This design comes from an exercise in tuning for small area, a short achievable clock period and few clock cycles per item on the open sky130 flow, not from production work. At most, simulation tests tie the RTL to the original design; equivalence was not proved. No functional check of the RTL was part of runs 1 and 2. Power figures rest on the tool's default switching activity, not on a simulated workload.

[flow/constraint.sdc]
create_clock -name core_clock -period 9.0 [get_ports {clk}]
set_input_delay 1.8000 -clock core_clock [delete_from_list [all_inputs] [get_ports {clk}]]
set_output_delay 1.8000 -clock core_clock [all_outputs]
set_load 0.01 [all_outputs]
[flow/design.v]
`timescale 1ns / 1ps
module audio_peak_level_meter (
  input  logic        clk,
  input  logic        rst,
  input  logic        cfg_write,
  input  logic [1:0]  cfg_index,
  input  logic [5:0]  cfg_data,
  input  logic        in_valid,
  output logic        in_stall,
  input  logic [7:0]  data_byte,
  input  logic        buffer_end,
  output logic        out_valid,
  input  logic        out_stall,
  output logic [17:0] level_q16,
  output logic [31:0] peak_value
);
  logic [1:0]  szc;
  logic [1:0]  kind;
  logic [2:0]  chl;
  logic        cap;
  logic [1:0]  bpos;
  logic [2:0]  cpos;
  logic [23:0] sh;
  logic [31:0] mag;
  logic        p_sd;    
  logic        p_fd;    
  logic        p_be;    
  logic [31:0] run;
  logic [31:0] bpk;
  logic        bz;
  logic [17:0] lvl;     
  logic        lp;      
  logic        cv_fmt;  
  logic        cv_sh;   
  logic [4:0]  cnt;
  logic        stall;
  logic        accept;
  logic        track;
  logic        fl;
  logic        sample_done;
  logic        frame_done;
  logic [31:0] raw;
  logic [31:0] mag_in;
  logic [31:0] run_upd;
  logic [31:0] peak;
  logic [17:0] level;
  always_ff @(posedge clk) begin
    if (rst) begin
      szc  <= 2'd2;
      kind <= 2'd0;
      chl  <= 3'd1;
      cap  <= 1'b0;
    end else if (cfg_write) begin
      case (cfg_index)
        2'd0: szc <= (cfg_data == 6'd8)  ? 2'd1 :
                     (cfg_data == 6'd16) ? 2'd2 :
                     (cfg_data == 6'd32) ? 2'd3 : 2'd0;
        2'd1: kind <= cfg_data[1:0];
        2'd2: chl <= (cfg_data[3:0] == 4'd0) ? 3'd0 :
                     cfg_data[3] ? 3'd7 : 3'(cfg_data[2:0] - 3'd1);
        default: cap <= cfg_data[0];
      endcase
    end
  end
  assign stall    = (cv_fmt || cv_sh || lp || out_valid) && (p_fd || p_be);
  assign in_stall = stall;
  assign accept   = in_valid && !stall;
  assign track    = cap && (szc != 2'd0);
  assign fl       = (kind == 2'd2) && (szc == 2'd3);
  assign sample_done = (szc == 2'd1) || (szc == 2'd2 && bpos[0]) || (bpos == 2'd3);
  assign frame_done  = (cpos == chl);
  always_ff @(posedge clk) begin
    if (accept) begin
      case (bpos)
        2'd0: sh[7:0]   <= data_byte;
        2'd1: sh[15:8]  <= data_byte;
        default: sh[23:16] <= data_byte;
      endcase
    end
  end
  function automatic logic [31:0] cond_neg(input logic [31:0] x,
                                           input logic [1:0] sz,
                                           input logic s);
    logic [31:0] low;   
    logic [31:0] r;
    low = x;
    for (int w = 1; w < 32; w = w * 2)
      for (int i = 0; i < 32; i++)
        if ((i / w) % 2 == 1) low[i] = low[i] | low[(i / w) * w - 1];
    low = {low[30:0], 1'b0};
    for (int i = 0; i < 32; i++) begin
      if (i < 8 || (i < 16 && sz != 2'd1) || sz == 2'd3)
        r[i] = x[i] ^ (s & low[i]);
      else
        r[i] = 1'b0;
    end
    r[8]  = r[8]  | (sz == 2'd1 && s && x[6:0] == 7'd0);
    r[16] = r[16] | (sz == 2'd2 && s && x[14:0] == 15'd0);
    cond_neg = r;
  endfunction
  always_comb begin
    case (szc)
      2'd1:    raw = {24'd0, data_byte};
      2'd2:    raw = {16'd0, data_byte, sh[7:0]};
      default: raw = {data_byte, sh};
    endcase
    if (fl)
      mag_in = (raw[30:23] == 8'hff && raw[22:0] != 23'd0) ? 32'd0 : {1'b0, raw[30:0]};
    else if (kind[1])
      mag_in = 32'd0;
    else
      mag_in = cond_neg(raw, szc, kind == 2'd0 && data_byte[7]);
  end
  always_ff @(posedge clk) begin
    if (accept && sample_done) mag <= mag_in;
  end
  always_ff @(posedge clk) begin
    if (rst) begin
      bpos <= 2'd0;
      cpos <= 3'd0;
      p_sd <= 1'b0;
      p_fd <= 1'b0;
      p_be <= 1'b0;
    end else if (!stall) begin
      p_sd <= accept && track && sample_done;
      p_fd <= accept && track && sample_done && frame_done;
      p_be <= accept && buffer_end;
      if (accept) begin
        if (buffer_end || szc == 2'd0) begin
          bpos <= 2'd0;
          cpos <= 3'd0;
        end else if (sample_done) begin
          bpos <= 2'd0;
          cpos <= frame_done ? 3'd0 : cpos + 3'd1;
        end else begin
          bpos <= bpos + 2'd1;
        end
      end
    end
  end
  always_comb begin
    run_upd = (mag > run) ? mag : run;
    peak    = p_fd ? run_upd : (bz ? 32'd0 : bpk);
  end
  always_ff @(posedge clk) begin
    if (rst) begin
      run       <= 32'd0;
      bz        <= 1'b1;
      out_valid <= 1'b0;
      lvl       <= 18'd0;
      lp        <= 1'b0;
      cv_fmt    <= 1'b0;
      cv_sh     <= 1'b0;
    end else begin
      if (!stall) begin
        if (p_be) begin
          run    <= 32'd0;
          bz     <= 1'b1;
          lp     <= !(fl && track);
          cv_fmt <= fl && track;
        end else begin
          if (p_sd) run <= run_upd;
          if (p_fd) bz <= 1'b0;
        end
      end
      if (out_valid && !out_stall) out_valid <= 1'b0;
      if (cv_fmt) begin
        cv_fmt <= 1'b0;
        cv_sh  <= 1'b1;
      end
      if (cv_sh && cnt == 5'd0) begin
        cv_sh <= 1'b0;
        lp    <= 1'b1;
      end
      if (lp) begin
        lp        <= 1'b0;
        out_valid <= 1'b1;
        if (track) lvl <= level;
      end
    end
  end
  always_ff @(posedge clk) begin
    if (cv_fmt) begin
      bpk <= bpk[30] ? 32'hffff_ffff :
             (bpk[29:28] == 2'b11) ? {1'b1, bpk[22:0], 8'd0} : 32'd0;
      cnt <= (!bpk[30] && bpk[29:28] == 2'b11) ? ~bpk[27:23] : 5'd0;
    end else if (cv_sh) begin
      if (cnt != 5'd0) begin
        bpk <= {1'b0, bpk[31:1]};
        cnt <= cnt - 5'd1;
      end
    end else if (!stall) begin
      if (p_be) bpk <= peak;
      else if (p_fd) bpk <= run_upd;
    end
  end
  function automatic logic [17:0] level_of(input logic [31:0] p,
                                           input logic [1:0] sz,
                                           input logic uns);
    logic        z;     
    logic        one;   
    logic        sat;
    logic [15:0] q;
    case ({sz, uns})
      3'b010: begin z = &p[6:0];  sat = p[8];  q = {p[6:0], p[6:0], p[6:5]}; end
      3'b011: begin z = &p[7:0];  sat = 1'b0;  q = {p[7:0], p[7:0]}; end
      3'b100: begin z = &p[14:0]; sat = p[16]; q = {p[14:0], p[14]}; end
      3'b101: begin z = &p[15:0]; sat = 1'b0;  q = p[15:0]; end
      3'b110: begin z = &p[30:0]; sat = p[31] & p[0]; q = p[30:15]; end
      default: begin z = &p[31:0]; sat = 1'b0; q = p[31:16]; end
    endcase
    one = z | (sz == 2'd3 && !uns && p[31]);
    if (sat) level_of = 18'h20000;
    else level_of = {1'b0, one, z ? 16'd0 : q};
  endfunction
  assign level      = level_of(bpk, szc, kind == 2'd1);
  assign level_q16  = lvl;
  assign peak_value = bpk;
endmodule
[flow/config.mk]
export PLATFORM = sky130hd
export DESIGN_NAME = audio_peak_level_meter
export DESIGN_NICKNAME = audio_peak_level_meter
export VERILOG_FILES = /design/flow/design.v
export SDC_FILE = /design/flow/constraint.sdc
export NUM_CORES = 4
export LEC_CHECK = 0
export CAP_MARGIN = 20
export CORE_MARGIN = 2
export CORE_UTILIZATION = 40
export SETUP_SLACK_MARGIN = 5
export SLEW_MARGIN = 20
[flow/run.sh]
#!/bin/bash
# synth_recipe.tcl (not shown) runs the flow's synth.tcl, then flattens the netlist and writes it again
# the make line also repeats each setting of config.mk as NAME=value (left out here)
make -C /OpenROAD-flow-scripts/flow DESIGN_CONFIG=/design/flow/config.mk WORK_HOME=/design/flow/orfs CLKGATE_MAP_FILE= SYNTH_SCRIPT=/design/flow/synth_recipe.tcl finish
==> impl_metrics.tcl, run 1 <==
set metrics [dict create \
    die_area_sq_um 25400 \
    p_per_area_nw_per_um2 163 \
    end_kind "output pin" \
    clockBufferDepth 2 \
    drc 0 \
    dp_slack_ns 3.46 \
    postSynthAreaPerCell_sq_um 9.41 \
    cp.required_ns 7.20 \
    dpl.hpwl_mm 20.3 \
    syn_inst 1025 \
    numPortBuffers 73 \
    max-slew-margin-rel_pct 39.8 \
    drt_pass1_iterations 5 \
    min_period_ns 3.91 \
    worstSetupStartpointType "register" \
    nFillCells 2237 \
    post_drt_wl_per_cell_um 20.5 \
    antenna_found_initial 0 \
    num_vias 8538 \
    cts_sinks 164 \
    synthFlopType "edfxtp_1" \
    fmax_ghz 0.256 \
    worst_slew_pin_slew_ns 0.902 \
    routed_wl_mm 28.9 \
    synth_edf_count 93 \
    finClkSkew_ns 0.0129 \
    worst_ir_drop_vdd_mv 0.108 \
    grt_usage_pct 22.5 \
    antennaDiodeCount 0 \
    gp_congestion 0.913 \
    maxCapViolCount 0 \
    clk_pin_slew_ns 0.07 \
    hp-class "reg2reg" \
    setup_viol 0 \
    worstPathArrival_ns 2.11 \
    cts_tree "done" \
    io_pins 74 \
    status "no timing/DRC/antenna violations" \
    postRouteAntennaNets 0 \
    ys_async_sr_fraction_pct 0 \
    drt_iter0_drc 970 \
    hold_violations 0 \
    grt_pass1_vias 7944 \
    cts_root_buf "clkbuf_16" \
    num_rows 56 \
    syn_to_final_growth_pct 18.4 \
    ys_seq_area_share_pct 43.7 \
    drive_above_1_share_pct 9.62 \
    period_share_pct 43.5 \
    grt_pass1_wl_mm 45.5 \
    ys_ff_latch 164 \
    power.leakage_nw 4.18 \
    rsz0062_at_grt "false" \
    htreeDepth 4 \
    numCtsBuffers 17 \
    syn_nets 1091 \
    finalMaxSlewViolations 0 \
    finalNetCount 1145 \
    syn_area_sq_um 9640 \
    worstSetupPathType "reg2out" \
    vias_per_cell 6.05 \
    setup_ws_ns 5.09 \
    crit_fanout 7 \
    fp.dieH_um 159 \
    initial_core_util_pct 41.0 \
    synth_cell_types 79 \
    total_power_w 0.00186 \
    finalSetupTns_ns 0 \
    core_sq_um 23500 \
    gr-total-overflow 0 \
    die_w_um 159 \
    grt_max_degree 38 \
    clkLatencyLatePin_ns 0.44 \
    yosysWarnings 1 \
]
routing by layer:
layer | share of wire [%] | track usage (%) | up-vias
met4 | 2.6 | 7.60 | 0
met3 | 6.6 | 3.52 | 54
met2 | 46 | 35.6 | 357
li1 | - | - | 4037
met1 | 45 | 31.5 | 4090
met5 | 0 | 0 | -
cell usage after synthesis (3+ instances only):
master	instances	share of area, %
o21ai_0	43	2.2
nor4_1	5	0.32
nor2b_1	9	0.58
and3_1	17	1.1
a22oi_1	10	0.78
o221ai_1	3	0.27
or4_1	3	0.23
nand2_1	68	2.6
clkbuf_1	58	2.3
nand2b_1	9	0.58
a21oi_1	75	3.9
o31ai_1	3	0.23
a221oi_1	31	2.8
o211ai_1	6	0.47
a32oi_1	6	0.54
o2111ai_1	6	0.54
nand3_1	24	1.2
mux2i_1	41	4.3
a21boi_0	6	0.47
or2_1	3	0.19
a22oi_2	4	0.52
a32o_1	5	0.52
nor3_1	23	1.2
a211oi_1	6	0.47
o21bai_1	3	0.23
o32ai_1	3	0.27
nor2_1	67	2.6
inv_1	54	2.1
nand3b_1	3	0.23
o41ai_1	4	0.36
o311ai_0	3	0.27
dfxtp_1	71	15
a31oi_1	17	1.1
o22ai_1	13	0.84
xnor2_1	6	0.54
buf_2	7	0.36
nand4_1	16	1.0
edfxtp_1	93	29
a21o_1	6	0.47
ha_1	44	5.7
xor2_1	5	0.45
or3_1	5	0.32
or2_2	3	0.19
o21ai_1	60	3.1
a22o_1	33	3.0
per-stage QoR:
stage | hold slack [ns] | cells | utilization (%) | cell area (sq um)
floorplan | 0.444 | 1025 | - | 9650
finish | 0.449 | 1411 | 48.5 | 11400
detailed placement | 0.443 | 1366 | 45.3 | 10700
global placement | 0.438 | 1366 | 45.3 | 10700
global route | 0.468 | 1411 | 48.5 | 11400
CTS | 0.452 | 1402 | 48.1 | 11300
cells in the final DEF (no fill, tap or decap), types with 13 or more instances in the layout:
cell	count
edfxtp_1	93
a21oi_1	74
dfxtp_1	70
nand2_1	68
nor2_1	66
clkdlybuf4s50_1	65
o21ai_1	59
inv_1	53
ha_1	44
o21ai_0	42
mux2i_1	41
a22o_1	33
a221oi_1	31
buf_4	30
nor3_1	23
nand3_1	23
and3_1	17
a31oi_1	17
clkbuf_16	17
nand4_1	16
o22ai_1	13
area by class of cell:
class / instances / area (sq um) / share of cell area, %
Multi-Input combinational cell: 736 / 5040 / 44.1
Tap cell: 319 / 399 / 3.49
Sequential cell: 164 / 4220 / 36.9
Clock inverter: 14 / 166 / 1.46
Timing Repair inverter: 1 / 5.00 / 0.0438
Inverter: 56 / 214 / 1.87
Timing Repair Buffer: 103 / 953 / 8.35
Clock buffer: 18 / 429 / 3.76
cells by family after synthesis:
group / Yosys count / share of synthesized area [%]
AOI/OAI and AO/OA: 367 / 25.9
xor gates and xnor gates: 11 / 0.999
DFF: 164 / 43.7
adders and majority gates: 44 / 5.71
buffers and inverters: 125 / 5.11
muxes: 42 / 4.49
and+or+nand+nor: 272 / 14.1
power by group:
part           switching, W  internal, W  total [W]
combinational      0.000150     0.000102   0.000251
clock              0.000327     0.000418   0.000744
sequential        0.0000339     0.000827   0.000860
total              0.000510      0.00135    0.00186
final timing paths:
path / from / endpoint / slack (ns) / cells after the start
setup / recovery: cv_sh / in_stall / 5.09 / 4
hold / removal: lvl[12] / lvl[12] / 0.45 / 2
hold reg to reg: lvl[12] / lvl[12] / 0.45 / 2
setup reg to reg: szc[1] / mag[29] / 5.24 / 11
flip-flops by register name, indices dropped and copies added (netlist names), 2 cells and up:
name	cells
bpk	32
mag	32
run	32
sh	24
lvl	18
cnt	5
chl	3
cpos	3
bpos	2
kind	2
szc	2
critical path, cell delays in order, from the launching register on:
cell             delay, ns
dfxtp_1               0.37
or4_4                 0.59
o21ai_4               0.13
inv_1                 0.11
clkdlybuf4s50_1       0.49
repair_timing:
| action | 4_1_cts | 5_1_grt |
|---|---|---|
| resized for setup | 14 | 10 |
| hold buffers | 0 | 0 |
| buffers inserted | 4 | 8 |
| cloned | 0 | 1 |
| pin swaps | 2 | 3 |
| endpoints found under the setup margin | 33 | 26 |
==> inputs of run 2 (changes only) <==
--- a/flow/config.mk
+++ b/flow/config.mk
@@ -10,3 +10,3 @@
 export CORE_UTILIZATION = 40
-export SETUP_SLACK_MARGIN = 5
+export SETUP_SLACK_MARGIN = 4
 export SLEW_MARGIN = 20
==> impl_metrics.tcl, run 2 <==
set metrics [dict create \
    finalNetCount 1133 \
    gp_congestion 0.914 \
    worst_slew_pin_slew_ns 0.927 \
    synth_top_area_share_pct 29.0 \
    ys_async_sr_fraction_pct 0 \
    routed_wl_mm 29.2 \
    finalMaxSlewViolations 0 \
    worstPathArrival_ns 4.90 \
    final_cells 1399 \
    cts_tree "done" \
    path_cells "buf_4 -> inv_1 -> ha_1 -> buf_4 -> inv_1 -> a21oi_1 -> nand4_1 -> nand4bb_2 -> o31ai_2 -> o21ai_1 -> a32o_1" \
    multi_input_area_sq_um 4970 \
    grt_usage_pct 22.6 \
    die_w_um 159 \
    num_vias 8467 \
    cp.required_ns 9.18 \
    synth_largest_area_cell "edfxtp_1" \
    initial_core_util_pct 41.0 \
    ys_seq_area_share_pct 43.7 \
    p_per_area_nw_per_um2 162 \
    rsz0062_at_grt "false" \
    synth_edf_count 93 \
    final_cell_mix "edfxtp_1 (93), a21oi_1 (75), clkdlybuf4s50_1 (73)" \
    mostFrequentLayoutCell "edfxtp_1" \
    drive_above_1_share_pct 7.50 \
    maxCapViolCount 0 \
    synth_most_common_cell "edfxtp_1" \
    hold_start "lvl[8]" \
    cts_sinks 164 \
    numPortBuffers 73 \
    status "no timing/DRC/antenna violations" \
    finClkSkew_ns 0.0130 \
    syn_to_final_growth_pct 16.6 \
    ff2ff_setup_slack_ns 4.28 \
    min_to "lvl[8]" \
    syn_area_sq_um 9640 \
    hold_violations 0 \
    worstSetupPathType "reg2reg" \
    numCtsBuffers 17 \
    cpPeakStageDelay_ns 0.71 \
    syn_nets 1091 \
    min_period_ns 4.72 \
    drt_iter0_drc 908 \
    synthFlopType "edfxtp_1" \
    reg2reg_depth 11 \
    dpl.hpwl_mm 20.5 \
    synth_cell_types 79 \
    ys_top_cells_by_area "edfxtp_1 (29%), dfxtp_1 (15%), ha_1 (5.7%), mux2i_1 (4.3%), a21oi_1 (3.9%)" \
    postSynthAreaPerCell_sq_um 9.41 \
    clk_pin_slew_ns 0.07 \
    num_rows 56 \
    grt_max_degree 39 \
    htreeDepth 4 \
    worstSetupStartpointType "register" \
    io_pins 74 \
    regToRegEndpoint "mag[25]" \
    ys_top_cells_by_count "edfxtp_1 (93), a21oi_1 (75), dfxtp_1 (71)" \
    post_drt_wl_per_cell_um 20.9 \
    die_area_sq_um 25400 \
    crit_slowest_cell "o31ai_2" \
    drc 0 \
    dpl.cell_count 1366 \
    antennaDiodeCount 0 \
    hold_depth 2 \
    core_sq_um 23500 \
    max-slew-margin-rel_pct 37.4 \
    ctsHoldBuffers 0 \
    setup_viol 0 \
    nFillCells 2274 \
    ys_ff_latch 164 \
    vias_per_cell 6.05 \
    gr-total-overflow 0 \
    power.leakage_nw 4.06 \
    finalSetupTns_ns 0 \
    cts_root_buf "clkbuf_16" \
    period_share_pct 52.4 \
    postRouteAntennaNets 0 \
    top_regs "bpk (32), mag (32), run (32)" \
    clockBufferDepth 2 \
    hp-class "reg2reg" \
    reg2reg_from "szc[1]" \
    grt_pass1_wl_mm 45.3 \
    drt_pass1_iterations 5 \
    worst_ir_drop_vdd_mv 0.123 \
    crit_fanout 36 \
    yosysWarnings 1 \
    antenna_found_initial 0 \
    seqCellArea_sq_um 4210 \
    clkLatencyLatePin_ns 0.44 \
    syn_inst 1025 \
    end_kind "register" \
    fmax_ghz 0.212 \
    fp.dieH_um 159 \
    grt_pass1_vias 7829 \
]
run 2: cell counts after synthesis:
No cell type changed its count.
run 2: how the worst max path moves through the flow:
stage                 start  slack [ns]      end
2_1_floorplan      in_valid        4.54  cpos[2]
3_3_place_gp   data_byte[2]        3.48  mag[23]
3_5_place_dp   data_byte[2]        3.39  mag[23]
4_1_cts              szc[1]        4.22  mag[25]
5_1_grt              szc[1]        4.04  mag[31]
6_report             szc[1]        4.28  mag[25]
run 2: timing repair:
action | CTS | global route
endpoints found under the hold margin | 0 | 0
resized for setup | 0 | 1
pin swaps | 1 | 0
setup endpoints to repair | 13 | 17
buffers inserted | 1 | 0
run 2: area by class of cell:
cell class                 instances  area share, %
multi-input combinational        736           44.3
sequential                       164           37.5
timing repair buffer              92           7.77
clock buffer                      19           3.85
tap                              319           3.55
inverter                          56           1.87
clock inverter                    13           1.21
run 2: per-layer routing:
metal / vias to the layer above / GRT usage, % / routed length (um)
met5: - / 0 / 0
met2: 367 / 35.0 / 13200
met4: 0 / 9.26 / 864
met3: 68 / 3.83 / 2040
met1: 4031 / 31.4 / 13100
li1: 4001 / - / -
run 2: power by group:
part	total, W	switching [W]	internal, W
clock network	0.000715	0.000309	0.000407
registers	0.000862	0.0000348	0.000827
logic	0.000246	0.000147	0.0000985
run 2: critical path, delay by kind of cell, from the launching register on:
family | cells | cell delay (ns)
fa+ha+maj | 1 | 0.40
compound gates | 4 | 1.54
simple gates | 2 | 0.71
flops | 1 | 0.31
buf+inv | 4 | 1.45
run 2: logic make-up (layout without fill, tap and decap cells):
| logic type | after synthesis | in the layout | share of synthesized area [%] |
|---|---|---|---|
| and+or+nand+nor | 272 | 272 | 14.1 |
| xor gates and xnor gates | 11 | 11 | 0.999 |
| adders and majority gates | 44 | 44 | 5.71 |
| buffers and inverters | 125 | 180 | 5.11 |
| muxes | 42 | 42 | 4.49 |
| DFF | 164 | 164 | 43.7 |
| AOI/OAI and AO/OA | 367 | 367 | 25.9 |
run 2: per-stage QoR:
step / util (%) / setup slack, ns / power (W) / instance area [sq um] / hold slack, ns
2_1_floorplan: - / 4.54 / 0.00103 / 9640 / 0.444
3_3_place_gp: 45.3 / 3.48 / 0.00112 / 10700 / 0.436
3_5_place_dp: 45.3 / 3.39 / 0.00112 / 10700 / 0.442
4_1_cts: 47.7 / 4.22 / 0.00183 / 11200 / 0.452
5_1_grt: 47.7 / 4.04 / 0.00189 / 11200 / 0.472
6_report: 47.7 / 4.28 / 0.00182 / 11200 / 0.448
==> inputs of run 3 (changes only) <==
--- a/flow/design.v
+++ b/flow/design.v
@@ -199,17 +199,22 @@
                                            input logic uns);
+    logic        c7, c8, c15, c16, c31, c32;
     logic        z;     
-    logic        one;   
     logic        sat;
     logic [15:0] q;
-    case ({sz, uns})
-      3'b010: begin z = &p[6:0];  sat = p[8];  q = {p[6:0], p[6:0], p[6:5]}; end
-      3'b011: begin z = &p[7:0];  sat = 1'b0;  q = {p[7:0], p[7:0]}; end
-      3'b100: begin z = &p[14:0]; sat = p[16]; q = {p[14:0], p[14]}; end
-      3'b101: begin z = &p[15:0]; sat = 1'b0;  q = p[15:0]; end
-      3'b110: begin z = &p[30:0]; sat = p[31] & p[0]; q = p[30:15]; end
-      default: begin z = &p[31:0]; sat = 1'b0; q = p[31:16]; end
-    endcase
-    one = z | (sz == 2'd3 && !uns && p[31]);
-    if (sat) level_of = 18'h20000;
-    else level_of = {1'b0, one, z ? 16'd0 : q};
+    c7  = (sz == 2'd1) && !uns;
+    c8  = (sz == 2'd1) && uns;
+    c15 = (sz == 2'd2) && !uns;
+    c16 = (sz == 2'd2) && uns;
+    c31 = (sz == 2'd3) && !uns;
+    c32 = (sz == 2'd3) && uns;
+    z = (c7 & (&p[6:0])) | (c8 & (&p[7:0])) | (c15 & (&p[14:0])) |
+        (c16 & (&p[15:0])) | (c31 & (&p[30:0])) | (c32 & (&p[31:0]));
+    sat = (c7 & p[8]) | (c15 & p[16]) | (c31 & p[31] & p[0]);
+    q = ({16{c7}}  & {p[6:0], p[6:0], p[6:5]}) |
+        ({16{c8}}  & {p[7:0], p[7:0]}) |
+        ({16{c15}} & {p[14:0], p[14]}) |
+        ({16{c16}} & p[15:0]) |
+        ({16{c31}} & p[30:15]) |
+        ({16{c32}} & p[31:16]);
+    level_of = {sat, ~sat & (z | (c31 & p[31])), {16{~sat & ~z}} & q};
   endfunction
--- a/flow/config.mk
+++ b/flow/config.mk
@@ -10,3 +10,5 @@
 export CORE_UTILIZATION = 40
-export SETUP_SLACK_MARGIN = 4
+export CTS_BUF_LIST = sky130_fd_sc_hd__clkbuf_8
+export CTS_CLUSTER_SIZE = 30
+export SETUP_SLACK_MARGIN = 5
 export SLEW_MARGIN = 20
==> impl_metrics.tcl, run 3 <==
set metrics [dict create \
    status "no timing/DRC/antenna violations" \
    setup_viol 0 \
    dpl.hpwl_mm 18.5 \
    max-slew-margin-rel_pct 29.8 \
    synth_edf_count 93 \
    numCtsBuffers 17 \
    worst_ir_drop_vdd_mv 0.0764 \
    multi_input_area_sq_um 4910 \
    grt_usage_pct 20.5 \
    end_kind "output pin" \
    finalMaxSlewViolations 0 \
    fp.dieH_um 159 \
    finClkSkew_ns 0.0190 \
    drc 0 \
    final_cells 1409 \
    maxCapViolCount 0 \
    vias_per_cell 5.74 \
    synth_top_family_by_area "compound AO/OA/AOI/OAI gates" \
    drt_iter0_drc 780 \
    ys_seq_area_share_pct 44.0 \
    place_area_sq_um 10500 \
    synth_compound_area_share_pct 23.3 \
    clockBufferDepth 2 \
    fin_area_sq_um 11000 \
    top_regs "bpk (32), mag (32), run (32)" \
    die_area_sq_um 25200 \
    syn_area_sq_um 9590 \
    syn_nets 1095 \
    io_pins 74 \
    crit_fanout 6 \
    nFillCells 2266 \
    num_vias 8087 \
    min_period_ns 3.93 \
    synth.area.mux_share_pct 3.76 \
    post_drt_wl_per_cell_um 18.5 \
    finalSetupTns_ns 0 \
    synth-simple-area-share_pct 16.0 \
    seqCellArea_sq_um 4220 \
    numPortBuffers 73 \
    initial_core_util_pct 40.8 \
    htreeDepth 4 \
    core_sq_um 23500 \
    fmax_ghz 0.255 \
    synth_most_common_cell "nand2_1" \
    synth_largest_area_cell "edfxtp_1" \
    ys_top_cells_by_count "nand2_1 (137), edfxtp_1 (93), nor2_1 (76)" \
    p_per_area_nw_per_um2 144 \
    syn_to_final_growth_pct 15.2 \
    grt_pass1_wl_mm 41.7 \
    gr-total-overflow 0 \
    grt_max_degree 41 \
    postRouteAntennaNets 0 \
    antenna_found_initial 0 \
    mostFrequentLayoutCell "nand2_1" \
    synthFlopType "edfxtp_1" \
    cp.required_ns 7.20 \
    final_util_pct 47.1 \
    synth-adder-area-share_pct 5.74 \
    postSynthAreaPerCell_sq_um 9.32 \
    grt_pass1_vias 7385 \
    cts_sinks 164 \
    num_rows 56 \
    cts_tree "done" \
    antennaDiodeCount 0 \
    total_power_w 0.00159 \
    synth_top_area_share_pct 29.1 \
    die_w_um 159 \
    ys_ff_latch 164 \
    synth_cell_types 74 \
    ys_async_sr_fraction_pct 0 \
    period_share_pct 43.6 \
    rsz0062_at_grt "false" \
    hp-class "reg2reg" \
    worstPathArrival_ns 2.13 \
    worstSetupPathType "reg2out" \
    cts_root_buf "clkbuf_8" \
    clk_pin_slew_ns 0.10 \
    gp_congestion 0.856 \
    clkLatencyLatePin_ns 0.47 \
    dpl.cell_count 1371 \
    drt_pass1_iterations 7 \
    finalNetCount 1143 \
    routed_wl_mm 26.1 \
    hold_violations 0 \
    final_cell_mix "nand2_1 (137), edfxtp_1 (93), nor2_1 (74)" \
    worstSetupStartpointType "register" \
    synth-xor-area-share_pct 1.74 \
    drive_above_1_share_pct 8.62 \
    worst_slew_pin_slew_ns 1.05 \
    ys_top_cells_by_area "edfxtp_1 (29%), dfxtp_1 (15%), ha_1 (5.7%), nand2_1 (5.4%), mux2i_1 (3.8%)" \
    syn_inst 1029 \
    power.leakage_nw 3.88 \
    yosysWarnings 1 \
]
-- run 3: cell count changes after synthesis, sizes merged, moves of 7 or more --
| cell | previous run | this run |
|---|---|---|
| and3 | 17 | 10 |
| nand2 | 68 | 137 |
| clkbuf | 58 | 44 |
| a31oi | 17 | 7 |
| o21ai | 104 | 73 |
| nor2 | 67 | 76 |
| nor3 | 23 | 15 |
| buf | 11 | 24 |
| a222oi | 0 | 11 |
-- run 3: final cells by class --
type | count | area share, %
multi-input combinational | 743 | 44.4
tap | 319 | 3.61
sequential | 164 | 38.2
timing repair buffer | 96 | 8.15
clock buffer | 17 | 2.12
clock inverter | 15 | 1.62
inverter | 55 | 1.87
-- run 3: final timing paths --
| path | start | end | slack [ns] | cells after the start |
|---|---|---|---|---|
| max | lp | in_stall | 5.07 | 5 |
| min reg2reg | lvl[0] | lvl[0] | 0.46 | 2 |
| min | lvl[0] | lvl[0] | 0.46 | 2 |
| max reg2reg | mag[29] | run[25] | 5.51 | 10 |
-- run 3: what timing repair did --
item                                    in CTS  in global routing
gates resized for setup                      7                  9
setup buffers                                1                  4
hold buffers                                 0                  0
pin swaps                                    0                  4
endpoints found under the setup margin      33                 17
cloned                                       0                  1
endpoints found under the hold margin        0                  0
-- run 3: routing by layer --
metal	up-vias	wire length, um	GRT usage [%]
li1	3935	-	-
met1	3867	12200	28.5
met3	35	1410	3.53
met2	250	11900	32.3
met4	0	616	7.21
met5	-	0	0
-- run 3: where the power goes --
part           total [W]  switching (W)  leakage, nW  internal (W)
logic           0.000184       0.000111         2.26     0.0000730
clock network   0.000568       0.000290        0.208      0.000278
registers       0.000835      0.0000224         1.42      0.000813
-- run 3: metrics by stage --
step | hold slack, ns | worst slack [ns]
global route | 0.478 | 5.00
finish | 0.459 | 5.07
floorplan | 0.450 | 5.17
global placement | 0.443 | 4.34
CTS | 0.460 | 5.03
detailed placement | 0.447 | 4.24
-- run 3: cells by family (layout without fill, tap and decap cells) --
logic type	Yosys count	after routing
AND/OR/NAND/NOR	322	322
AO/OA/AOI/OAI	321	322
flip-flops	164	164
buffers and inverters	123	183
adder cells (fa/ha/maj)	44	44
multiplexers	36	36
XOR/XNOR	19	19
-- run 3: critical path, cell delays in order (launching register included) --
cell and delay, ns:
dfxtp_2 0.36, or4_4 0.59, o21ai_2 0.08, buf_4 0.12
inv_1 0.04, clkdlybuf4s50_1 0.47
Testbench counts of run 3, summed over its fixed seeds: cycles 44,753, bytes 43,768.
==> inputs of run 4 (changes only) <==
--- a/flow/config.mk
+++ b/flow/config.mk
@@ -11,3 +11,3 @@
 export CTS_BUF_LIST = sky130_fd_sc_hd__clkbuf_8
-export CTS_CLUSTER_SIZE = 30
+export CTS_CLUSTER_SIZE = 50
 export SETUP_SLACK_MARGIN = 5
==> impl_metrics.tcl, run 4 <==
set metrics [dict create \
    antennaDiodeCount 0 \
    post_drt_wl_per_cell_um 18.5 \
    numPortBuffers 73 \
    hold_start "lvl[0]" \
    drive_above_1_share_pct 8.62 \
    synth_top_area_share_pct 29.1 \
    setup_viol 0 \
    worst_ir_drop_vdd_mv 0.0764 \
    synth_most_common_cell "nand2_1" \
    cts_root_buf "clkbuf_8" \
    postRouteAntennaNets 0 \
    initial_core_util_pct 40.8 \
    synth_top_family_by_area "compound AO/OA/AOI/OAI gates" \
    swShare_pct 26.7 \
    postSynthAreaPerCell_sq_um 9.32 \
    crit_slowest_cell "or4_4" \
    cts_tree "done" \
    num_rows 56 \
    num_vias 8087 \
    min_to "lvl[0]" \
    finalNetCount 1143 \
    routed_wl_mm 26.1 \
    synth_cell_types 74 \
    crit_family "buffers and inverters" \
    worstSetupPathType "reg2out" \
    status "no timing/DRC/antenna violations" \
    clk_pin_slew_ns 0.10 \
    finalMaxSlewViolations 0 \
    fmax_ghz 0.255 \
    mostFrequentLayoutCell "nand2_1" \
    grt_pass1_vias 7385 \
    vias_per_cell 5.74 \
    final_cell_mix "nand2_1 (137), edfxtp_1 (93), nor2_1 (74)" \
    top_regs "bpk (32), mag (32), run (32)" \
    max-slew-margin-rel_pct 29.8 \
    hold_depth 2 \
    syn_area_sq_um 9590 \
    ys_ff_latch 164 \
    ys_top_cells_by_count "nand2_1 (137), edfxtp_1 (93), nor2_1 (76)" \
    ctsHoldBuffers 0 \
    min_period_ns 3.93 \
    reg2reg_depth 10 \
    ff2ff_setup_slack_ns 5.51 \
    hold_violations 0 \
    nFillCells 2266 \
    synth-adder-area-share_pct 5.74 \
    fp.dieH_um 159 \
    yosysWarnings 1 \
    die_area_sq_um 25200 \
    synthFlopType "edfxtp_1" \
    synth_largest_area_cell "edfxtp_1" \
    ys_top_cells_by_area "edfxtp_1 (29%), dfxtp_1 (15%), ha_1 (5.7%), nand2_1 (5.4%), mux2i_1 (3.8%)" \
    syn_inst 1029 \
    drt_pass1_iterations 7 \
    finalSetupTns_ns 0 \
    p_int_w 0.00116 \
    p_clk_share_pct 35.8 \
    drt_iter0_drc 780 \
    period_share_pct 43.6 \
    synth-simple-area-share_pct 16.0 \
    worstSetupStartpointType "register" \
    die_w_um 159 \
    synth.area.mux_share_pct 3.76 \
    synth-xor-area-share_pct 1.74 \
    grt_usage_pct 20.5 \
    crit_fanout 6 \
    reg2reg_from "mag[29]" \
    worstPathArrival_ns 2.13 \
    p_seq_share_pct 52.6 \
    htreeDepth 4 \
    syn_to_final_growth_pct 15.2 \
    grt_max_degree 41 \
    antenna_found_initial 0 \
    core_sq_um 23500 \
    synth_edf_count 93 \
    path_cells "or4_4 -> o21ai_2 -> buf_4 -> inv_1 -> clkdlybuf4s50_1" \
    finClkSkew_ns 0.0190 \
    dpl.hpwl_mm 18.5 \
    hp-class "reg2reg" \
    combPwrFrac_pct 11.6 \
    power_switching_w 0.000424 \
    critPathBufInv 3 \
    maxCapViolCount 0 \
    power.leakage_nw 3.88 \
    worst_slew_pin_slew_ns 1.05 \
    io_pins 74 \
    clockBufferDepth 2 \
    holdWs_ns 0.459 \
    grt_pass1_wl_mm 41.7 \
    numCtsBuffers 17 \
    gp_congestion 0.856 \
    rsz0062_at_grt "false" \
    regToRegEndpoint "run[25]" \
    end_kind "output pin" \
    cp.required_ns 7.20 \
    synth_compound_area_share_pct 23.3 \
    gr-total-overflow 0 \
    drc 0 \
    syn_nets 1095 \
    ys_async_sr_fraction_pct 0 \
    ys_seq_area_share_pct 44.0 \
    cts_sinks 164 \
    cpPeakStageDelay_ns 0.59 \
    clkLatencyLatePin_ns 0.47 \
    p_per_area_nw_per_um2 144 \
]
-- run 4: cell counts after synthesis --
No cell type changed its count.
-- run 4: metrics by stage --
stage	total power, W	util, %	std cells	area (sq um)	setup slack (ns)
floorplan	0.000967	-	1029	9590	5.17
global placement	0.00103	44.9	1371	10500	4.34
detailed placement	0.00103	44.9	1371	10500	4.24
CTS	0.00160	46.7	1404	11000	5.03
global route	0.00166	47.1	1409	11000	5.00
finish	0.00159	47.1	1409	11000	5.07
-- run 4: final cells by class --
type	count	area, sq um	area share [%]
multi-input cells	743	4910	44.4
flip-flops and latches	164	4220	38.2
repair buffers	96	901	8.15
well taps	319	399	3.61
clock buffers	17	234	2.12
inverters	55	206	1.87
clock inverters	15	179	1.62
-- run 4: cells by family (layout without fill, tap and decap cells) --
kind of cell	after synthesis	after routing
DFF	164	164
and+or+nand+nor	322	322
buffers and inverters	123	183
muxes	36	36
AOI/OAI and AO/OA	321	322
xor gates and xnor gates	19	19
adders and majority gates	44	44
-- run 4: metal layers --
layer | up-vias | routed length [um] | track usage (%)
met5 | - | 0 | 0
met4 | 0 | 616 | 7.21
met3 | 35 | 1410 | 3.53
met2 | 250 | 11900 | 32.3
met1 | 3867 | 12200 | 28.5
li1 | 3935 | - | -
-- run 4: power by group through the flow --
stage | Combinational [W] | Sequential [W] | Clock (W)
floorplan | 0.000123 | 0.000845 | 0
global placement | 0.000180 | 0.000852 | 0
detailed placement | 0.000182 | 0.000852 | 0
CTS | 0.000182 | 0.000834 | 0.000580
global route | 0.000204 | 0.000837 | 0.000614
finish | 0.000184 | 0.000835 | 0.000568
-- run 4: worst max-delay path by stage --
| stage | slack (ns) | depth (start not counted) | to | startpoint |
|---|---|---|---|---|
| after floorplan | 5.17 | 5 | p_fd | in_valid |
| after CTS | 5.03 | 8 | mag[30] | data_byte[4] |
| after global routing | 5.00 | 5 | in_stall | lp |
| final | 5.07 | 5 | in_stall | lp |
| after global placement | 4.34 | 8 | mag[23] | data_byte[3] |
| after detailed placement | 4.24 | 8 | mag[23] | data_byte[1] |
-- run 4: repair_timing --
action	in CTS	in global routing
endpoints found under the setup margin	33	17
setup buffers	1	4
pin swaps	0	4
gates resized for setup	7	9
gates cloned	0	1
-- run 4: tightest hold or removal path, stage by stage, from the launching register on --
cell and delay [ns]:
dfxtp_1 0.32, nand2_1 0.05, a21oi_1 0.05
==> inputs of run 5 (changes only) <==
--- a/flow/config.mk
+++ b/flow/config.mk
@@ -9,5 +9,4 @@
 export CORE_MARGIN = 2
-export CORE_UTILIZATION = 40
-export CTS_BUF_LIST = sky130_fd_sc_hd__clkbuf_8
-export CTS_CLUSTER_SIZE = 50
+export CORE_UTILIZATION = 65
+export PLACE_DENSITY = 0.75
 export SETUP_SLACK_MARGIN = 5
==> impl_metrics.tcl, run 5 <==
set metrics [dict create \
    cts_sinks 164 \
    crit_fanout 6 \
    critPathBufInv 3 \
    ys_ff_latch 164 \
    final_cells 1269 \
    power_switching_w 0.000440 \
    final_cell_mix "nand2_1 (137), edfxtp_1 (93), nor2_1 (73)" \
    cts_root_buf "clkbuf_16" \
    antennaDiodeCount 0 \
    synth_compound_area_share_pct 23.3 \
    routed_wl_mm 25.4 \
    p_seq_share_pct 46.3 \
    worst_slew_pin_slew_ns 1.02 \
    ys_async_sr_fraction_pct 0 \
    worstSetupPathType "reg2out" \
    yosysWarnings 1 \
    ff2ff_setup_slack_ns 5.50 \
    max-slew-margin-rel_pct 32.2 \
    synth.area.mux_share_pct 3.76 \
    hold_depth 2 \
    hold_violations 0 \
    p_int_w 0.00137 \
    synth_top_family_by_area "compound AO/OA/AOI/OAI gates" \
    postRouteAntennaNets 0 \
    worstPathArrival_ns 2.12 \
    finalSetupTns_ns 0 \
    reg2reg_depth 10 \
    finClkSkew_ns 0.0118 \
    grt_pass1_vias 7558 \
    combPwrFrac_pct 10.3 \
    fmax_ghz 0.255 \
    core_sq_um 14500 \
    hp-class "reg2reg" \
    vias_per_cell 6.63 \
    initial_core_util_pct 66.2 \
    synth-xor-area-share_pct 1.74 \
    path_cells "or4_4 -> o21ai_1 -> buf_4 -> inv_1 -> clkdlybuf4s50_1" \
    drive_above_1_share_pct 7.74 \
    numCtsBuffers 17 \
    maxCapViolCount 0 \
    synth_top_area_share_pct 29.1 \
    final_util_pct 76.3 \
    io_pins 74 \
    finalNetCount 1138 \
    worstSetupStartpointType "register" \
    clkLatencyLatePin_ns 0.43 \
    numPortBuffers 73 \
    reg2reg_from "szc[0]" \
    dpl.hpwl_mm 17.3 \
    p_per_area_nw_per_um2 164 \
    ys_seq_area_share_pct 44.0 \
    num_vias 8408 \
    synthFlopType "edfxtp_1" \
    clk_pin_slew_ns 0.06 \
    setup_viol 0 \
    power.leakage_nw 3.95 \
    rsz0062_at_grt "false" \
    cts_tree "done" \
    drc 0 \
    dpl.cell_count 1234 \
    grt_usage_pct 32.3 \
    gr-total-overflow 0 \
    finalMaxSlewViolations 0 \
    gp_congestion 0.921 \
    drt_iter0_drc 1353 \
    hold_start "lvl[6]" \
    num_rows 44 \
    synth-simple-area-share_pct 16.0 \
    syn_nets 1095 \
    mostFrequentLayoutCell "nand2_1" \
    crit_family "buffers and inverters" \
    htreeDepth 4 \
    grt_pass1_wl_mm 40.7 \
    ys_top_cells_by_count "nand2_1 (137), edfxtp_1 (93), nor2_1 (76)" \
    end_kind "output pin" \
    holdWs_ns 0.454 \
    status "no timing/DRC/antenna violations" \
    top_regs "bpk (32), mag (32), run (32)" \
    syn_area_sq_um 9590 \
    regToRegEndpoint "mag[26]" \
    synth_largest_area_cell "edfxtp_1" \
    syn_inst 1029 \
    p_clk_share_pct 43.5 \
    ys_top_cells_by_area "edfxtp_1 (29%), dfxtp_1 (15%), ha_1 (5.7%), nand2_1 (5.4%), mux2i_1 (3.8%)" \
    antenna_found_initial 0 \
    die_area_sq_um 15700 \
    fp.dieH_um 125 \
    swShare_pct 24.3 \
    postSynthAreaPerCell_sq_um 9.32 \
    synth_most_common_cell "nand2_1" \
    die_w_um 125 \
    synth-adder-area-share_pct 5.74 \
    min_to "lvl[6]" \
    crit_slowest_cell "or4_4" \
    synth_cell_types 74 \
    grt_max_degree 41 \
    clockBufferDepth 2 \
    period_share_pct 43.5 \
    syn_to_final_growth_pct 15.2 \
    cpPeakStageDelay_ns 0.59 \
    synth_edf_count 93 \
    worst_ir_drop_vdd_mv 0.149 \
    min_period_ns 3.92 \
    drt_pass1_iterations 8 \
    post_drt_wl_per_cell_um 20.0 \
    cp.required_ns 7.20 \
    ctsHoldBuffers 0 \
]
run 5: power by group through the flow:
stage	registers [W]	clock network (W)	logic, W
floorplan	0.000845	0	0.000123
detailed placement	0.000851	0	0.000180
finish	0.000836	0.000786	0.000185
global placement	0.000851	0	0.000177
global route	0.000837	0.000817	0.000204
CTS	0.000835	0.000786	0.000182
run 5: stage by stage:
stage / area [sq um] / setup slack (ns) / power, W
6_report: 11000 / 5.08 / 0.00181
5_1_grt: 11000 / 5.01 / 0.00186
4_1_cts: 11000 / 5.00 / 0.00180
3_5_place_dp: 10400 / 4.37 / 0.00103
3_3_place_gp: 10400 / 4.40 / 0.00103
2_1_floorplan: 9590 / 5.17 / 0.000967
run 5: cell families after synthesis:
family	Yosys count
xor gates and xnor gates	19
AOI/OAI and AO/OA	321
and+or+nand+nor	322
muxes	36
buffers and inverters	123
DFF	164
adders and majority gates	44
run 5: layout make-up:
class / instances / area (sq um)
inverter: 55 / 206
multi-input combinational: 742 / 4880
tap: 184 / 230
sequential: 164 / 4220
timing repair buffer: 92 / 870
clock buffer: 23 / 500
clock inverter: 9 / 138
fill: 1048 / 3440
run 5: worst max path at each step:
| stage | startpoint | endpoint | slack, ns | cells past startpoint |
|---|---|---|---|---|
| 3_5_place_dp | data_byte[3] | mag[23] | 4.37 | 8 |
| 6_report | lp | in_stall | 5.08 | 5 |
| 5_1_grt | data_byte[7] | mag[12] | 5.01 | 5 |
| 3_3_place_gp | data_byte[2] | mag[23] | 4.40 | 8 |
| 4_1_cts | cv_fmt | in_stall | 5.00 | 5 |
| 2_1_floorplan | in_valid | p_fd | 5.17 | 5 |
run 5: worst register-to-register path, stage by stage, from the launching register on:
cell	delay [ns]
dfxtp_1	0.43
inv_1	0.11
ha_1	0.32
buf_4	0.36
nand2b_1	0.33
a22oi_2	0.30
and4_1	0.46
nand4_2	0.34
or2_1	0.36
a21o_1	0.18
a31oi_1	0.16
run 5: metal layers:
| layer | track usage [%] | vias up | routed length, um |
|---|---|---|---|
| met5 | 0 | - | 0 |
| met4 | 11.2 | 0 | 850 |
| met3 | 6.03 | 78 | 2290 |
| met2 | 50.6 | 509 | 11500 |
| met1 | 45.5 | 3905 | 10700 |
| li1 | - | 3916 | - |
run 5: what timing repair did:
item                                    CTS  global route
pin swaps                                 0             1
gates resized for setup                   7             5
gates cloned                              0             0
setup buffers                             0             3
endpoints found under the setup margin   31            23
==> inputs of run 6 (changes only) <==
--- a/flow/config.mk
+++ b/flow/config.mk
@@ -9,4 +9,3 @@
 export CORE_MARGIN = 2
-export CORE_UTILIZATION = 65
-export PLACE_DENSITY = 0.75
+export CORE_UTILIZATION = 40
 export SETUP_SLACK_MARGIN = 5
==> impl_metrics.tcl, run 6 <==
set metrics [dict create \
    die_area_sq_um 25200 \
    hold_violations 0 \
    vias_per_cell 5.76 \
    initial_core_util_pct 40.8 \
    crit_family "buffers and inverters" \
    worstSetupPathType "reg2out" \
    finalMaxSlewViolations 0 \
    path_cells "or4_4 -> o21ai_1 -> buf_4 -> inv_1 -> clkdlybuf4s50_1" \
    ys_ff_latch 164 \
    syn_to_final_growth_pct 17.4 \
    finalNetCount 1144 \
    power.leakage_nw 4.00 \
    finalSetupTns_ns 0 \
    ctsHoldBuffers 0 \
    cts_root_buf "clkbuf_16" \
    multi_input_area_sq_um 4920 \
    mostFrequentLayoutCell "nand2_1" \
    core_sq_um 23500 \
    antennaDiodeCount 0 \
    routed_wl_mm 26.2 \
    grt_max_degree 41 \
    gp_congestion 0.856 \
    syn_inst 1029 \
    grt_pass1_wl_mm 41.8 \
    rsz0062_at_grt "false" \
    fp.dieH_um 159 \
    status "no timing/DRC/antenna violations" \
    critPathBufInv 3 \
    htreeDepth 4 \
    antenna_found_initial 0 \
    syn_nets 1095 \
    ys_top_cells_by_area "edfxtp_1 (29%), dfxtp_1 (15%), ha_1 (5.7%), nand2_1 (5.4%), mux2i_1 (3.8%)" \
    grt_usage_pct 20.6 \
    p_per_area_nw_per_um2 158 \
    postRouteAntennaNets 0 \
    synth_cell_types 74 \
    ys_top_cells_by_count "nand2_1 (137), edfxtp_1 (93), nor2_1 (76)" \
    ys_seq_area_share_pct 44.0 \
    grt_pass1_vias 7412 \
    yosysWarnings 1 \
    num_rows 56 \
    end_kind "output pin" \
    dpl.hpwl_mm 18.5 \
    num_vias 8115 \
    synth_most_common_cell "nand2_1" \
    io_pins 74 \
    cts_sinks 164 \
    top_regs "bpk (32), mag (32), run (32)" \
    drive_above_1_share_pct 8.52 \
    drc 0 \
    synth_edf_count 93 \
    final_cell_mix "nand2_1 (137), edfxtp_1 (93), nor2_1 (74)" \
    gr-total-overflow 0 \
    postSynthAreaPerCell_sq_um 9.32 \
    post_drt_wl_per_cell_um 18.6 \
    clk_pin_slew_ns 0.07 \
    crit_fanout 6 \
    die_w_um 159 \
    period_share_pct 43.1 \
    ys_async_sr_fraction_pct 0 \
    clockBufferDepth 2 \
    max-slew-margin-rel_pct 29.7 \
    synth_largest_area_cell "edfxtp_1" \
    worst_ir_drop_vdd_mv 0.133 \
    cp.required_ns 7.20 \
    drt_pass1_iterations 8 \
    final_util_pct 47.9 \
    worst_slew_pin_slew_ns 1.05 \
    min_period_ns 3.88 \
    numCtsBuffers 17 \
    setup_viol 0 \
    worstSetupStartpointType "register" \
    finClkSkew_ns 0.0142 \
    drt_iter0_drc 839 \
    numPortBuffers 73 \
    maxCapViolCount 0 \
    syn_area_sq_um 9590 \
    seqCellArea_sq_um 4220 \
    cts_tree "done" \
    hp-class "reg2reg" \
    crit_slowest_cell "or4_4" \
    nFillCells 2261 \
    cpPeakStageDelay_ns 0.56 \
    synth_top_area_share_pct 29.1 \
    worstPathArrival_ns 2.08 \
    fmax_ghz 0.258 \
    clkLatencyLatePin_ns 0.43 \
    synthFlopType "edfxtp_1" \
]
==> run 6: cell counts after synthesis <==
No cell type changed its count.
==> run 6: report_power, final <==
group          leakage (nW)  internal [W]  switching [W]
sequential             1.42      0.000813      0.0000223
clock                 0.295      0.000440       0.000318
combinational          2.28     0.0000738       0.000112
==> run 6: worst min-delay path: stages (launching register included) <==
cell and delay (ns):
dfxtp_1 0.31, nand2_1 0.05, a21oi_1 0.05
==> run 6: cell families (layout without fill, tap and decap cells) <==
kind of cell | after synthesis | after routing | share of synthesized area (%)
buf+inv | 123 | 183 | 5.49
flops | 164 | 164 | 44.0
fa+ha+maj | 44 | 44 | 5.74
simple gates | 322 | 323 | 16.0
mux | 36 | 36 | 3.76
xor+xnor | 19 | 19 | 1.74
compound gates | 321 | 322 | 23.3
==> run 6: final timing paths <==
path,endpoint,slack (ns),cells after the start,start
setup / recovery,in_stall,5.12,5,lp
hold / removal,lvl[0],0.45,2,lvl[0]
setup reg to reg,run[19],5.53,10,mag[29]
hold reg to reg,lvl[0],0.45,2,lvl[0]
==> run 6: through the flow <==
stage                     cell area [sq um]  worst slack, ns  instances  hold WS, ns  total power, W
after floorplan                        9590             5.17       1029        0.450        0.000967
after global placement                10500             4.34       1371        0.443         0.00103
after detailed placement              10500             4.24       1371        0.447         0.00103
after CTS                             11200             5.01       1403        0.457         0.00179
after global routing                  11300             5.02       1410        0.474         0.00185
final                                 11300             5.12       1410        0.455         0.00178
==> run 6: layout make-up <==
type | instances | area share [%]
timing repair buffer | 96 | 8.03
multi-input combinational | 744 | 43.7
inverter | 55 | 1.83
clock buffer | 17 | 3.78
sequential | 164 | 37.5
tap | 319 | 3.55
clock inverter | 15 | 1.59
==> run 6: per-layer routing <==
metal	share of wire [%]	wire length (um)	GRT usage [%]
met5	0	0	0
met2	46	11900	32.2
met1	46	12100	28.9
met4	2.6	686	7.51
met3	5.5	1440	3.27
==> run 6: repair_timing <==
item,in CTS,in global routing
endpoints found under the setup margin,33,30
pin swaps,0,4
resized for setup,8,7
setup buffers,0,5
gates cloned,0,2
==> inputs of run 7 (changes only) <==
==> flow/flow/run.sh (new file) <==
#!/bin/bash
# Standard layout, with the port buffers made of the smallest buffer cell.
cp standard.sh standard_sh.txt
export BUFFER_PORTS_ARGS="-buffer_cell sky130_fd_sc_hd__buf_1"
bash standard.sh > standard.log 2>&1
==> flow/standard.sh (new file) <==
#!/bin/bash
# synth_recipe.tcl (not shown) runs the flow's synth.tcl, then flattens the netlist and writes it again
# the make line also repeats each setting of config.mk as NAME=value (left out here)
make -C /OpenROAD-flow-scripts/flow DESIGN_CONFIG=/design/flow/config.mk WORK_HOME=/design/flow/orfs CLKGATE_MAP_FILE= SYNTH_SCRIPT=/design/flow/synth_recipe.tcl "${@:-finish}"
--- a/flow/config.mk
+++ b/flow/config.mk
@@ -10,2 +10,4 @@
 export CORE_UTILIZATION = 40
+export CTS_BUF_LIST = sky130_fd_sc_hd__clkbuf_8
+export CTS_CLUSTER_SIZE = 30
 export SETUP_SLACK_MARGIN = 5
removed: flow/run.sh
==> impl_metrics.tcl, run 7 <==
set metrics [dict create \
    status "no timing/DRC/antenna violations" \
    syn_inst 1029 \
    p_seq_share_pct 53.8 \
    crit_fanout 20 \
    drive_above_1_share_pct 7.21 \
    io_pins 74 \
    crit_family "simple AND/OR/NAND/NOR gates" \
    grt_usage_pct 20.6 \
    clockBufferDepth 2 \
    drt_iter0_drc 774 \
    vias_per_cell 5.70 \
    finClkSkew_ns 0.0225 \
    power.leakage_nw 3.64 \
    grt_pass1_wl_mm 41.7 \
    syn_to_final_growth_pct 9.31 \
    fp.dieH_um 159 \
    cp.required_ns 9.23 \
    grt_pass1_vias 7378 \
    rsz0062_at_grt "true" \
    worst_ir_drop_vdd_mv 0.0803 \
    synth_top_family_by_area "compound AO/OA/AOI/OAI gates" \
    worstPathArrival_ns 4.08 \
    min_period_ns 3.84 \
    hold_violations 0 \
    hp-class "reg2reg" \
    power_switching_w 0.000418 \
    dpl.hpwl_mm 18.2 \
    ys_async_sr_fraction_pct 0 \
    postSynthAreaPerCell_sq_um 9.32 \
    cpPeakStageDelay_ns 0.53 \
    clkLatencyLatePin_ns 0.47 \
    gr-total-overflow 0 \
    p_clk_share_pct 35.2 \
    synth_largest_area_cell "edfxtp_1" \
    top_regs "bpk (32), mag (32), run (32)" \
    cts_sinks 164 \
    num_vias 7979 \
    cts_root_buf "clkbuf_8" \
    synth_compound_area_share_pct 23.3 \
    initial_core_util_pct 40.8 \
    post_drt_wl_per_cell_um 18.5 \
    dpl.cell_count 1369 \
    crit_slowest_cell "a21o_1" \
    synth_cell_types 74 \
    ys_top_cells_by_count "nand2_1 (137), edfxtp_1 (93), nor2_1 (76)" \
    antennaDiodeCount 0 \
    maxCapViolCount 0 \
    grt_max_degree 41 \
    synth_top_area_share_pct 29.1 \
    die_area_sq_um 25200 \
    htreeDepth 4 \
    finalNetCount 1135 \
    end_kind "register" \
    max-slew-margin-rel_pct 27.7 \
    yosysWarnings 1 \
    clk_pin_slew_ns 0.09 \
    p_int_w 0.00113 \
    synth_most_common_cell "nand2_1" \
    syn_area_sq_um 9590 \
    fmax_ghz 0.260 \
    numPortBuffers 73 \
    synth_edf_count 93 \
    critPathBufInv 1 \
    numCtsBuffers 17 \
    combPwrFrac_pct 11.0 \
    p_per_area_nw_per_um2 148 \
    drc 0 \
    num_rows 56 \
    setup_viol 0 \
    ys_top_cells_by_area "edfxtp_1 (29%), dfxtp_1 (15%), ha_1 (5.7%), nand2_1 (5.4%), mux2i_1 (3.8%)" \
    core_sq_um 23500 \
    postRouteAntennaNets 0 \
    gp_congestion 0.868 \
    ctsHoldBuffers 0 \
    die_w_um 159 \
    swShare_pct 26.9 \
    worstSetupPathType "in2reg" \
    synth-adder-area-share_pct 5.74 \
    synthFlopType "edfxtp_1" \
    syn_nets 1095 \
    cts_tree "done" \
    final_cell_mix "nand2_1 (137), edfxtp_1 (93), nor2_1 (74)" \
    antenna_found_initial 0 \
    ys_seq_area_share_pct 44.0 \
    finalMaxSlewViolations 0 \
    ys_ff_latch 164 \
    total_power_w 0.00155 \
    worst_slew_pin_slew_ns 1.08 \
    finalSetupTns_ns 0 \
    synth.area.mux_share_pct 3.76 \
    worstSetupStartpointType "input pin" \
    routed_wl_mm 25.9 \
    synth-xor-area-share_pct 1.74 \
    final_cells 1401 \
    period_share_pct 42.7 \
    worst_path_most_repeated_cell "nand2_1" \
    path_cells "buf_1 -> nand3_1 -> nor3_1 -> nand2_1 -> nand2_1 -> a21o_1 -> o21ai_1 -> a22o_1" \
    mostFrequentLayoutCell "nand2_1" \
    synth-simple-area-share_pct 16.0 \
    drt_pass1_iterations 6 \
]
## run 7: changes by cell type in the layout (fill, tap and decap cells not counted), sizes merged, moves of 2 or more
cell / delta
buf: +65
clkbuf: +3
clkdlybuf4s50: -67
clkinv: -3
dlygate4sd2: -4
dlymetal6s2s: -2
inv: +2
## run 7: layout make-up
type,count,area [sq um]
Sequential cell,164,4210
Tap cell,319,399
Clock buffer,19,262
Inverter,55,206
Timing Repair Buffer,89,395
Clock inverter,13,133
Multi-Input combinational cell,742,4870
Fill cell,2290,13000
## run 7: through the flow
stage	setup WS [ns]	area, sq um	utilization (%)	hold WS [ns]
2_1_floorplan	5.17	9590	-	0.450
3_3_place_gp	4.72	10100	42.9	0.444
3_5_place_dp	4.68	10100	42.9	0.448
4_1_cts	5.15	10500	44.6	0.461
5_1_grt	4.95	10500	44.6	0.482
6_report	5.16	10500	44.6	0.455
## run 7: worst paths after layout
path | startpoint | endpoint | slack (ns) | cells past startpoint
worst max register to register | szc[0] | mag[9] | 5.38 | 10
worst min register to register | lvl[5] | lvl[5] | 0.45 | 2
worst min-delay path | lvl[5] | lvl[5] | 0.45 | 2
worst max-delay path | data_byte[1] | mag[9] | 5.16 | 8
## run 7: cell families after synthesis
kind of cell / after synthesis
AND/OR/NAND/NOR: 322
AO/OA/AOI/OAI: 321
flip-flops: 164
buffers and inverters: 123
adder cells (fa/ha/maj): 44
multiplexers: 36
XOR/XNOR: 19
## run 7: per-layer routing
metal | GRT usage [%] | up-vias | wire (um)
met5 | 0 | - | 0
met4 | 7.17 | 0 | 626
met3 | 3.21 | 34 | 1440
met2 | 31.4 | 270 | 11400
met1 | 29.6 | 3759 | 12400
li1 | - | 3916 | -
## run 7: worst register-to-register path, stage by stage, from the launching register on
cell and delay, ns:
dfxtp_1 0.43, inv_1 0.09, ha_1 0.28, buf_4 0.35, and2_1 0.47, a22oi_2 0.19, and4_1 0.38, nand4b_4 0.26
a21o_1 0.59, o21ai_1 0.15, a22o_1 0.20
## run 7: power by group through the flow
stage          Sequential [W]  Clock [W]  Combinational [W]
2_1_floorplan        0.000845          0           0.000123
3_3_place_gp         0.000852          0           0.000168
3_5_place_dp         0.000852          0           0.000170
4_1_cts              0.000834   0.000555           0.000170
5_1_grt              0.000837   0.000592           0.000190
6_report             0.000835   0.000546           0.000171
## run 7: timing repair
| action | 4_1_cts | 5_1_grt |
|---|---|---|
| setup buffers | 0 | 0 |
| resized for setup | 0 | 1 |
| setup endpoints to repair | 0 | 6 |
| hold endpoints to repair | 0 | 0 |
==> inputs of run 8 (changes only) <==
--- a/flow/flow/run.sh
+++ b/flow/flow/run.sh
@@ -4,2 +4,2 @@
 export BUFFER_PORTS_ARGS="-buffer_cell sky130_fd_sc_hd__buf_1"
-bash standard.sh > standard.log 2>&1
+bash standard.sh finish SETUP_SLACK_MARGIN=6 > standard.log 2>&1
==> impl_metrics.tcl, run 8 <==
set metrics [dict create \
    cts_tree "done" \
    vias_per_cell 5.83 \
    rsz0062_at_grt "true" \
    ys_ff_latch 164 \
    fmax_ghz 0.291 \
    synth_top_area_share_pct 29.1 \
    fp.dieH_um 159 \
    status "no timing/DRC/antenna violations" \
    end_kind "output pin" \
    worstSetupPathType "reg2out" \
    swShare_pct 28.2 \
    ys_top_cells_by_count "nand2_1 (137), edfxtp_1 (93), nor2_1 (76)" \
    cts_sinks 164 \
    drt_pass1_iterations 6 \
    mostFrequentLayoutCell "nand2_1" \
    clockBufferDepth 2 \
    num_vias 8622 \
    drive_above_1_share_pct 19.2 \
    final_cells 1478 \
    die_w_um 159 \
    finalSetupTns_ns 0 \
    postSynthAreaPerCell_sq_um 9.32 \
    top_regs "bpk (32), mag (32), run (32)" \
    synth_edf_count 93 \
    gr-total-overflow 0 \
    p_clk_share_pct 34.6 \
    power.leakage_nw 4.22 \
    grt_usage_pct 22.4 \
    worst_slew_pin_slew_ns 1.18 \
    final_cell_mix "nand2_1 (135), edfxtp_1 (93), nor2_1 (72)" \
    worst_ir_drop_vdd_mv 0.0757 \
    setup_ws_ns 5.56 \
    drc 0 \
    synth_most_common_cell "nand2_1" \
    clk_pin_slew_ns 0.10 \
    nFillCells 2169 \
    io_pins 74 \
    synthFlopType "edfxtp_1" \
    core_sq_um 23500 \
    synth_largest_area_cell "edfxtp_1" \
    power_switching_w 0.000452 \
    syn_inst 1029 \
    min_period_ns 3.44 \
    grt_pass1_vias 7828 \
    clkLatencyLatePin_ns 0.47 \
    ys_async_sr_fraction_pct 0 \
    cp.required_ns 7.20 \
    antennaDiodeCount 0 \
    synth_cell_types 74 \
    ys_top_cells_by_area "edfxtp_1 (29%), dfxtp_1 (15%), ha_1 (5.7%), nand2_1 (5.4%), mux2i_1 (3.8%)" \
    dp_slack_ns 4.57 \
    ctsHoldBuffers 0 \
    hold_violations 0 \
    total_power_w 0.00160 \
    antenna_found_initial 0 \
    max-slew-margin-rel_pct 20.8 \
    final_util_pct 49.3 \
    cts_root_buf "clkbuf_8" \
    initial_core_util_pct 40.8 \
    crit_fanout 2 \
    p_per_area_nw_per_um2 138 \
    drt_iter0_drc 1015 \
    grt_max_degree 41 \
    dpl.cell_count 1369 \
    period_share_pct 38.2 \
    ff2ff_setup_slack_ns 5.85 \
    numCtsBuffers 17 \
    p_seq_share_pct 51.7 \
    die_area_sq_um 25200 \
    post_drt_wl_per_cell_um 19.4 \
    dpl.hpwl_mm 18.3 \
    gp_congestion 0.871 \
    num_rows 56 \
    htreeDepth 4 \
    worstSetupStartpointType "register" \
    setup_viol 0 \
    maxCapViolCount 0 \
    p_int_w 0.00115 \
    yosysWarnings 1 \
    syn_to_final_growth_pct 20.8 \
    combPwrFrac_pct 13.7 \
    numPortBuffers 73 \
    ys_seq_area_share_pct 44.0 \
    syn_nets 1095 \
    routed_wl_mm 28.7 \
    syn_area_sq_um 9590 \
    postRouteAntennaNets 0 \
    finalNetCount 1212 \
    hp-class "reg2reg" \
    worstPathArrival_ns 1.64 \
    grt_pass1_wl_mm 44.9 \
    finalMaxSlewViolations 0 \
    finClkSkew_ns 0.0188 \
]
==> run 8: cell counts after synthesis <==
No cell type changed its count.
==> run 8: what timing repair did <==
| action | 4_1_cts | 5_1_grt |
|---|---|---|
| endpoints found under the setup margin | 117 | 107 |
| pin swaps | 28 | 16 |
| resized for setup | 82 | 31 |
| setup buffers | 54 | 17 |
| cloned | 6 | 0 |
==> run 8: per-stage QoR <==
step / hold WS, ns / cell area, sq um
floorplan: 0.450 / 9660
global placement: 0.442 / 10100
detailed placement: 0.448 / 10100
CTS: 0.463 / 11300
global route: 0.474 / 11600
finish: 0.461 / 11600
==> run 8: cell type report <==
type                       count  area [sq um]  area share [%]
sequential                   164          4220            36.5
multi-input combinational    748          5290            45.7
timing repair buffer         160          1060            9.17
clock buffer                  17           234            2.02
inverter                      55           208            1.79
tap                          319           399            3.45
clock inverter                15           168            1.45
==> run 8: final timing paths <==
path | start | end | depth (start not counted)
worst max-delay path | lp | in_stall | 4
worst min-delay path | lvl[2] | lvl[2] | 2
worst max register to register | szc[0] | mag[21] | 11
worst min register to register | lvl[2] | lvl[2] | 2
==> run 8: metal layers <==
metal  GRT usage [%]  vias to the layer above  part of all wire (%)
met2            35.4                      365                    46
met1            30.9                     4113                    45
met3            3.76                       64                   6.4
met5               0                        -                     0
met4            7.76                        0                   3.0
li1                -                     4080                     -
==> run 8: worst max-delay path: stages (launching register included) <==
cell     delay, ns
dfxtp_4       0.35
or4_4         0.56
o21ai_4       0.09
inv_2         0.06
buf_6         0.12
==> run 8: cells by family after synthesis <==
logic type	Yosys count	share of synthesized area, %
simple gates	322	16.0
buf+inv	123	5.49
compound gates	321	23.3
mux	36	3.76
xor+xnor	19	1.74
fa+ha+maj	44	5.74
flops	164	44.0
==> run 8: power by group through the flow <==
stage | Combinational (W) | Sequential [W] | Clock (W)
3_3_place_gp | 0.000172 | 0.000852 | 0
5_1_grt | 0.000239 | 0.000830 | 0.000596
2_1_floorplan | 0.000127 | 0.000844 | 0
3_5_place_dp | 0.000174 | 0.000852 | 0
4_1_cts | 0.000208 | 0.000829 | 0.000567
6_report | 0.000220 | 0.000829 | 0.000555

[port drivers added, routing unchanged]
In the flow no input, the clock included, has a driving cell. The finished layouts below were timed again as built, in two steps.
Step 1 sets driving cells, clkbuf_16 on the clock port and buf_2 on the other inputs (assumed; they add their load-dependent delay and slew).
Step 2, shift: input delay + t, output delay - t, t = (earliest + latest rising clock arrival at the registers) / 2. This alone moves slack from input paths to output paths.
Three values: ideal, step 1, step 2; two values: the first two.
run	shift t [ns]	setup WS [ns]	hold WS [ns]	latest minus earliest clock arrival (ns)	pins driven straight from the clock port
run 1	0.476	5.087 / 5.040 / 4.696	0.449 / 0.449 / 0.449	0.015 / 0.014	1
run 2	0.477	4.284 / 4.284 / 3.946	0.448 / 0.448 / 0.448	0.013 / 0.013	1
run 3	0.500	5.074 / 5.031 / 4.662	0.459 / 0.459 / 0.459	0.020 / 0.021	1
run 4	0.500	5.074 / 5.031 / 4.662	0.459 / 0.459 / 0.459	0.020 / 0.021	1
run 5	0.469	5.085 / 5.040 / 4.690	0.454 / 0.454 / 0.454	0.011 / 0.012	1
run 6	0.468	5.122 / 5.080 / 4.723	0.455 / 0.455 / 0.455	0.014 / 0.014	1
run 7	0.506	5.156 / 5.177 / 4.671	0.455 / 0.455 / 0.455	0.023 / 0.023	1
run 8	0.501	5.561 / 5.519 / 5.119	0.461 / 0.461 / 0.461	0.020 / 0.020	1
After both steps setup and hold are still met in every run listed. For run 7, which loses most, drivers alone change the setup slack by +0.021 ns; drivers and shift together by -0.485 ns.
